What follows belongs to an exercise in optimizing a design on an open flow for small area and a short achievable clock period; a production flow would make more cautious choices.
Function was checked by simulation only, so behaviour that the tests miss may differ from the original.
No activity file was given, so power comes from the tool's default toggle rates.

`flow/config.mk`:
```
export PLATFORM = sky130hd
export DESIGN_NAME = mem_model_top
export DESIGN_NICKNAME = mem_model_top
export VERILOG_FILES = /design/flow/design.v
export SDC_FILE = /design/flow/constraint.sdc
export NUM_CORES = 4
export LEC_CHECK = 0
export CAP_MARGIN = 20
export CORE_MARGIN = 2
export CORE_UTILIZATION = 40
export SLEW_MARGIN = 20
```
`flow/constraint.sdc`:
```
create_clock -name core_clock -period 9.0 [get_ports {glb_clk}]
set_input_delay 1.8000 -clock core_clock [delete_from_list [all_inputs] [get_ports {glb_clk}]]
set_output_delay 1.8000 -clock core_clock [all_outputs]
set_load 0.01 [all_outputs]
```
`flow/design.v`:
```
`timescale 1ns/10ps
`default_nettype none
package mem_model_pkg;
  localparam int data_width     = 64;
  localparam int ram_items      = 2 ** 28;              
  localparam int index_width    = $clog2(ram_items);
  localparam int addr_width     = index_width + 3;      
  localparam int cache_lines    = 16;
  localparam int line_sel_width = $clog2(cache_lines);
  localparam logic [data_width-1:0] lfsr_taps = 64'hd800_0000_0000_0000;
  localparam logic [data_width-1:0] fill_seed = 64'h9e37_79b9_7f4a_7c15;
  typedef logic [1:0] access_size_t;
  localparam access_size_t size_byte  = 2'd0;
  localparam access_size_t size_half  = 2'd1;
  localparam access_size_t size_word  = 2'd2;
  localparam access_size_t size_dword = 2'd3;
  typedef struct packed {
    logic                  write;
    logic [addr_width-1:0] addr;
    access_size_t          size;
    logic                  sign_ext;
    logic [data_width-1:0] wdata;
  } mem_req_t;
  typedef struct packed {
    logic [index_width-1:0] index;
    logic [data_width-1:0]  mask;    
    logic [data_width-1:0]  data;    
  } word_access_t;
  typedef struct packed {
    logic [2:0]   offset;
    access_size_t size;
    logic         sign_ext;
  } load_tag_t;
endpackage
`default_nettype wire
`timescale 1ns/10ps
`default_nettype none
module lfsr_fill_source (
  input  wire                                  glb_clk,
  input  wire                                  reset,
  output logic [mem_model_pkg::data_width-1:0] fill_value
);
  logic [mem_model_pkg::data_width-1:0] next_value;
  logic [mem_model_pkg::data_width-1:0] feedback;
  assign feedback   = fill_value[0] ? mem_model_pkg::lfsr_taps : '0;
  assign next_value = (fill_value >> 1) ^ feedback;
  always_ff @(posedge glb_clk) begin
    if (reset) begin
      fill_value <= mem_model_pkg::fill_seed;
    end else begin
      fill_value <= next_value;
    end
  end
endmodule
`default_nettype wire
`timescale 1ns/10ps
`default_nettype none
module lsu_request_align (
  input  wire mem_model_pkg::mem_req_t    req,
  output mem_model_pkg::word_access_t     access
);
  logic [2:0]            offset;
  logic [7:0]            size_lanes;    
  logic [7:0]            byte_lanes;
  logic [mem_model_pkg::data_width-1:0] size_data;
  logic [5:0]            bit_shift;
  assign offset    = req.addr[2:0];
  assign bit_shift = {offset, 3'b000};
  always_comb begin
    unique case (req.size)
      mem_model_pkg::size_byte: begin
        size_lanes = 8'h01;
        size_data  = {56'b0, req.wdata[7:0]};
      end
      mem_model_pkg::size_half: begin
        size_lanes = 8'h03;
        size_data  = {48'b0, req.wdata[15:0]};
      end
      mem_model_pkg::size_word: begin
        size_lanes = 8'h0f;
        size_data  = {32'b0, req.wdata[31:0]};
      end
      mem_model_pkg::size_dword: begin
        size_lanes = 8'hff;
        size_data  = req.wdata;
      end
    endcase
  end
  assign byte_lanes = size_lanes << offset;
  always_comb begin
    access.index = req.addr[mem_model_pkg::addr_width-1:3];
    access.data  = size_data << bit_shift;
    for (int b = 0; b < 8; b++) begin
      access.mask[b*8 +: 8] = {8{byte_lanes[b]}};    
    end
  end
endmodule
`default_nettype wire
`timescale 1ns/10ps
`default_nettype none
module mem_rw_helper (
  input  wire                                  glb_clk,
  input  wire                                  reset,
  input  wire                                  r_enable,
  input  wire                                  w_enable,
  input  wire mem_model_pkg::word_access_t     access,
  input  wire [mem_model_pkg::data_width-1:0]  fill_value,
  output logic [mem_model_pkg::data_width-1:0] r_data
);
  logic [mem_model_pkg::cache_lines-1:0]    line_valid;
  logic [mem_model_pkg::index_width-1:0]    line_tag  [mem_model_pkg::cache_lines];
  logic [mem_model_pkg::data_width-1:0]     line_data [mem_model_pkg::cache_lines];
  logic [mem_model_pkg::line_sel_width-1:0] fill_ptr;         
  logic [mem_model_pkg::cache_lines-1:0]    line_hit;
  logic                      hit;
  logic [mem_model_pkg::line_sel_width-1:0] hit_line;
  logic [mem_model_pkg::data_width-1:0]     hit_word;
  logic [mem_model_pkg::data_width-1:0]     merge_base;
  logic [mem_model_pkg::data_width-1:0]     merged_word;
  logic [mem_model_pkg::line_sel_width-1:0] target_line;
  always_comb begin
    for (int i = 0; i < mem_model_pkg::cache_lines; i++) begin
      line_hit[i] = line_valid[i] && (line_tag[i] == access.index);
    end
  end
  assign hit = |line_hit;
  always_comb begin
    hit_line = '0;
    for (int i = mem_model_pkg::cache_lines - 1; i >= 0; i--) begin
      if (line_hit[i]) begin
        hit_line = mem_model_pkg::line_sel_width'(i);
      end
    end
  end
  assign hit_word    = line_data[hit_line];
  assign merge_base  = hit ? hit_word : fill_value;    
  assign merged_word = (access.data & access.mask) | (merge_base & ~access.mask);
  assign target_line = hit ? hit_line : fill_ptr;
  always_ff @(posedge glb_clk) begin
    if (r_enable) begin
      r_data <= hit ? hit_word : fill_value;
      if (!hit) begin
        line_tag[fill_ptr]  <= access.index;
        line_data[fill_ptr] <= fill_value;    
      end
    end
    if (w_enable) begin
      line_tag[target_line]  <= access.index;
      line_data[target_line] <= merged_word;
    end
  end
  always_ff @(posedge glb_clk) begin
    if (reset) begin
      line_valid <= '0;
      fill_ptr   <= '0;
    end else if (r_enable || w_enable) begin
      if (!hit) begin
        line_valid[fill_ptr] <= 1'b1;
      end
      fill_ptr <= fill_ptr + 1'b1;    
    end
  end
endmodule
`default_nettype wire
`timescale 1ns/10ps
`default_nettype none
module load_data_extract (
  input  wire                                  glb_clk,
  input  wire                                  reset,
  input  wire                                  r_enable,
  input  wire mem_model_pkg::load_tag_t        access_tag,
  input  wire [mem_model_pkg::data_width-1:0]  r_data,
  output logic                                 rsp_valid,
  output logic [mem_model_pkg::data_width-1:0] rsp_data
);
  mem_model_pkg::load_tag_t             tag_q;        
  logic [mem_model_pkg::data_width-1:0] lane_data;
  logic                  sign;
  always_ff @(posedge glb_clk) begin
    if (reset) begin
      rsp_valid <= 1'b0;
    end else begin
      rsp_valid <= r_enable;
    end
  end
  always_ff @(posedge glb_clk) begin
    if (r_enable) begin
      tag_q <= access_tag;
    end
  end
  assign lane_data = r_data >> {tag_q.offset, 3'b000};
  assign sign      = tag_q.sign_ext;
  always_comb begin
    unique case (tag_q.size)
      mem_model_pkg::size_byte:  rsp_data = {{56{sign & lane_data[7]}}, lane_data[7:0]};
      mem_model_pkg::size_half:  rsp_data = {{48{sign & lane_data[15]}}, lane_data[15:0]};
      mem_model_pkg::size_word:  rsp_data = {{32{sign & lane_data[31]}}, lane_data[31:0]};
      mem_model_pkg::size_dword: rsp_data = lane_data;    
    endcase
  end
endmodule
`default_nettype wire
`timescale 1ns/10ps
`default_nettype none
module mem_model_top (
  input  wire                                 glb_clk,
  input  wire                                 reset,
  input  wire                                 req_valid,
  input  wire                                 req_write,
  input  wire [mem_model_pkg::addr_width-1:0] req_addr,
  input  wire [1:0]                           req_size,
  input  wire                                 req_sign_ext,
  input  wire [mem_model_pkg::data_width-1:0] req_wdata,
  output wire                                 rsp_valid,
  output wire [mem_model_pkg::data_width-1:0] rsp_data
);
  mem_model_pkg::mem_req_t              req;
  mem_model_pkg::word_access_t          access;
  mem_model_pkg::load_tag_t             load_tag;
  logic                  r_enable;
  logic                  w_enable;
  logic [mem_model_pkg::data_width-1:0] fill_value;
  logic [mem_model_pkg::data_width-1:0] r_data;
  assign req.write    = req_write;
  assign req.addr     = req_addr;
  assign req.size     = req_size;
  assign req.sign_ext = req_sign_ext;
  assign req.wdata    = req_wdata;
  assign r_enable = req_valid && !req.write;
  assign w_enable = req_valid && req.write;
  assign load_tag.offset   = req.addr[2:0];
  assign load_tag.size     = req.size;
  assign load_tag.sign_ext = req.sign_ext;
  lsu_request_align u_align (
    .req    (req),
    .access (access)
  );
  lfsr_fill_source u_fill (
    .glb_clk    (glb_clk),
    .reset      (reset),
    .fill_value (fill_value)
  );
  mem_rw_helper u_store (
    .glb_clk    (glb_clk),
    .reset      (reset),
    .r_enable   (r_enable),
    .w_enable   (w_enable),
    .access     (access),
    .fill_value (fill_value),
    .r_data     (r_data)
  );
  load_data_extract u_extract (
    .glb_clk    (glb_clk),
    .reset      (reset),
    .r_enable   (r_enable),
    .access_tag (load_tag),
    .r_data     (r_data),
    .rsp_valid  (rsp_valid),
    .rsp_data   (rsp_data)
  );
endmodule
`default_nettype wire
```
`flow/run.sh`:
```
#!/bin/bash
# synth_recipe.tcl (not shown) runs the flow's synth.tcl, then flattens the netlist and writes it again
# the make line also repeats each setting of config.mk as NAME=value (left out here)
make -C /OpenROAD-flow-scripts/flow DESIGN_CONFIG=/design/flow/config.mk WORK_HOME=/design/flow/orfs CLKGATE_MAP_FILE= SYNTH_SCRIPT=/design/flow/synth_recipe.tcl finish
```
==> metrics.md <==
| Metric | Value |
|---|---|
| Status | no timing/DRC/antenna violations |
| Drt total wl | 227 mm |
| Yosys warns | 4 |
| Setup Skew | 0.0556 ns |
| DRC viols | 0 |
| CP peak stage delay | 0.94 ns |
| Worst Max-Slew Pin Slew | roughly 1.2 ns |
| Fin. Hold Viols | 0 |
| PD cells | 201 nW/um2 |
| CP endpoint kind | register |
| Buffers on Ports | 166 |
| Final Hold Slack | 0.459 ns |
| #FFs+latches synth | 1627 |
| DP Area | 76600 um2 |
| Drt pass-1 iters | 6 |
| Ys async rst share | 0% |
| Die Ht | 426 um |
| Kind of critical path | input port to register |
| Clock buffer depth | 3 |
| Layout cells sized above 1 | 14.0% |
| All-layer global routing usage | 24.5% |
| # rows | 155 |
| Required time of the critical path | 9.50 ns |
| Mapped Area | around 71000 um2 |
| Net Switching | roughly 3.8 mW |
| Most frequent cells in the layout | edfxtp_1 (1542), mux2i_1 (465), xnor2_1 (337), nand2_1 (289), nor2_1 (228) |
| H-tree Lvls | 4 |
| Cell Count, Final, Fillers Out | 7770 |
| Final WS setup | 1.95 ns |
| Overall power | about 16 mW |
| Slowest cell on crit path | nor3_4 |
| Initial Util | 40.1% |
| Setup violators final | 0 |
| Global-route wire length before repair | between 300 and 400 mm |
| Worst skew pair latency | 0.84 ns |
| Vias | 45843 |
| Syn_area_per_cell | ~14 um2 |
| GP Congestion | 0.901 |
| Lkg Pwr | 27.4 nW |
| NumNets Final | approximately 5400 |
| CTS tree | done |
| Worst min path class | register to register |
| Initial antenna violation count | 15 |
| Post-synth top flop | edfxtp_1 |
| Cell internal pwr | 12.7 mW |
| Min Tclk post-route | 7.05 ns |
| Post-cts sizing count | 0 |
| Logic pwr share | 6.8% |
| RSZ-0062 raised after global routing | no |
| CP cell instances | buf_2, buf_4, xnor2_1, nand2_1, nor4_1, nand4_1, a2111oi_0, buf_4, a2111o_1, a31oi_1, nor3_1, a21oi_1, nor3_4, buf_12 |
| Cell variety after synth | 94 |
| Commonest non-fill, non-tap cell in the layout | edfxtp_1 |
| Iter 0 DRT Violations | 6101 |
| Hold path depth | 2 |
| Area Growth Syn to Fin | 15.0% |
| Fin area | 82000 um2 |
| Max Slew Vio Count | 0 |
| Crit start category | input port |
| Post-synth EDFFs | 1542 |
| Final ANT Viol Nets | 0 |
| Clock power frac | 41.6% |
| Core footprint | between 150000 and 200000 um2 |
| Worst-path clk slew | 0.06 ns |
| Register area share after synthesis | 67.3% |
| Wirelength per Cell | between 20 and 30 um |
| Io pins | approximately 170 |
| CP dominant cell by count | buf_4 |
| Final Cycle Share | 78.4% |
| Seq pwr share | 51.7% |
| Die X | 426 um |
| CTS root buffer | clkbuf_16 |
| Pre-CTS setup slack | 1.17 ns |
| Post-DP HPWL | 147 mm |
| CP arrival | 7.55 ns |
| Sw frac | 23.1% |
| Clock sinks | 1627 |
| Post-CTS setup buffers | 0 |
| Maximum VDD drop | 202 uV |
| DIE AREA | about 180000 um2 |
| Syn Inst Count | 5003 |
| R2R depth | 13 |
| FMAX | 0.142 GHz |
| GR Overflow Total | 0 |
| Vias per cell | 5.90 |
| CTS Buf Count | 168 |
| Critical Path Fanout Max | 21 |
| Pin count of the biggest net entering global routing | 71 |
| Normalized max-slew margin | 22.3% |
| Total of max-cap violations | 0 |
| Syn nets | 5110 |
| Placed cell count | 7455 |
| Vias in the first global route | about 43000 |
| CTS Hold Bufs | 0 |
-- final timing paths --
kind | from | to | slack (ns)
setup / recovery | req_addr[27] | u_store.line_data[7][50]$_DFFE_PP_ | 1.95
hold / removal | u_fill.fill_value[43]$_SDFF_PP1_ | u_fill.fill_value[42]$_SDFF_PP0_ | 0.46
setup reg to reg | u_store.line_tag[10][26]$_DFFE_PP_ | u_store.line_data[15][57]$_DFFE_PP_ | 3.19
hold reg to reg | u_fill.fill_value[43]$_SDFF_PP1_ | u_fill.fill_value[42]$_SDFF_PP0_ | 0.46
-- critical path, delay by kind of cell --
kind,cells,cell delay [ns]
compound gates,4,1.57
xor+xnor,1,0.26
buf+inv,4,1.39
simple gates,5,2.50
-- cells in the mapped netlist (all sizes together) (14+ instances only) --
library cell | n | share of area (%)
edfxtp | 1542 | 65
mux2i | 465 | 6.5
xnor2 | 337 | 4.1
nand2 | 290 | 1.5
nor2 | 247 | 1.3
nand4 | 184 | 1.6
o21ai | 177 | 1.2
a21oi | 158 | 1.1
buf | 154 | 1.4
mux2 | 136 | 2.1
clkbuf | 129 | 0.69
nor3 | 118 | 0.83
xor2 | 99 | 1.2
dfxtp | 85 | 2.4
a22oi | 82 | 0.88
nor4 | 72 | 0.66
o22ai | 70 | 0.61
nand3 | 65 | 0.46
or2 | 58 | 0.51
nand2b | 52 | 0.46
nor2b | 51 | 0.45
a211oi | 49 | 0.52
a31oi | 43 | 0.40
inv | 43 | 0.23
a32oi | 26 | 0.32
a221oi | 23 | 0.28
o211ai | 20 | 0.22
and2 | 17 | 0.15
a21o | 16 | 0.17
mux4 | 16 | 0.51
a2bb2oi | 15 | 0.18
and3 | 15 | 0.13
a22o | 14 | 0.17
-- layer usage --
metal / global-route usage (%) / part of all wire (%)
met5: 0 / 0.024
met4: 10.4 / 4.2
met3: 3.95 / 8.2
met2: 38.1 / 46
met1: 34.0 / 42
-- flip-flops by register name, indices dropped and copies added (netlist names) --
signal,count
u_extract.tag_q,6
u_store.line_tag,448
u_store.line_valid,16
u_extract.rsp_valid,1
u_fill.fill_value,64
u_store.r_data,64
u_store.fill_ptr,4
u_store.line_data,1024
-- through the flow --
stage               utilization (%)  setup TNS [ns]
global placement               43.0               0
floorplan                         -          -59.39
global route                   46.1               0
finish                         46.1               0
detailed placement             43.0               0
CTS                            46.1               0
-- power by group through the flow --
stage / registers (mW) / clock network (mW) / logic, mW
2_1_floorplan: 8.65 / 0 / 0.598
3_3_place_gp: 8.67 / 0 / 1.09
3_5_place_dp: 8.67 / 0 / 1.10
4_1_cts: 8.51 / 6.93 / 1.10
5_1_grt: 8.52 / 7.22 / 1.19
6_report: 8.51 / 6.85 / 1.11
-- logic make-up (layout without fill, tap and decap cells) --
logic type	after synthesis	count (layout)	share of synthesized area (%)
adders and majority gates	5	5	0.0877
DFF	1627	1627	67.3
and+or+nand+nor	1216	1216	8.63
xor gates and xnor gates	436	436	5.35
buffers and inverters	327	734	2.28
other	0	5	0
muxes	617	617	9.18
AOI/OAI and AO/OA	775	775	7.19
-- final cells by class --
class	instances	area, um2
diodes	5	12.5
clock buffers	217	4460
clock inverters	91	935
fillers	15556	95800
inverters	44	165
multi-input cells	3049	22100
flip-flops and latches	1627	48000
well taps	2355	2950
repair buffers	382	3440

==> static timing again, ports no longer ideal <==
The results above use ideal ports. As a check the final layout listed here was re-extracted and re-timed, cells and wires unchanged. Step 1, drivers: a clkbuf_16 drives glb_clk and a buf_2 each remaining input, both assumed. Step 2, shift: input delay + t, output delay - t, t = (earliest + latest rising clock arrival at the registers) / 2. This alone moves slack from input paths to output paths. a / b / c = no drivers / after step 1 / after step 2; a / b = the first two.
t, ns: 0.895
slack for setup (ns): 1.947 / 2.004 / 1.109
worst hold slack (ns): 0.459 / 0.459 / 0.459
worst setup path after step 2: input to register
worst register clock-pin slew, ns: 0.06 / 0.06
After both steps setup and hold are still met in this run. The setup slack of this run moves by +0.057 ns with the drivers and by -0.838 ns with both steps.
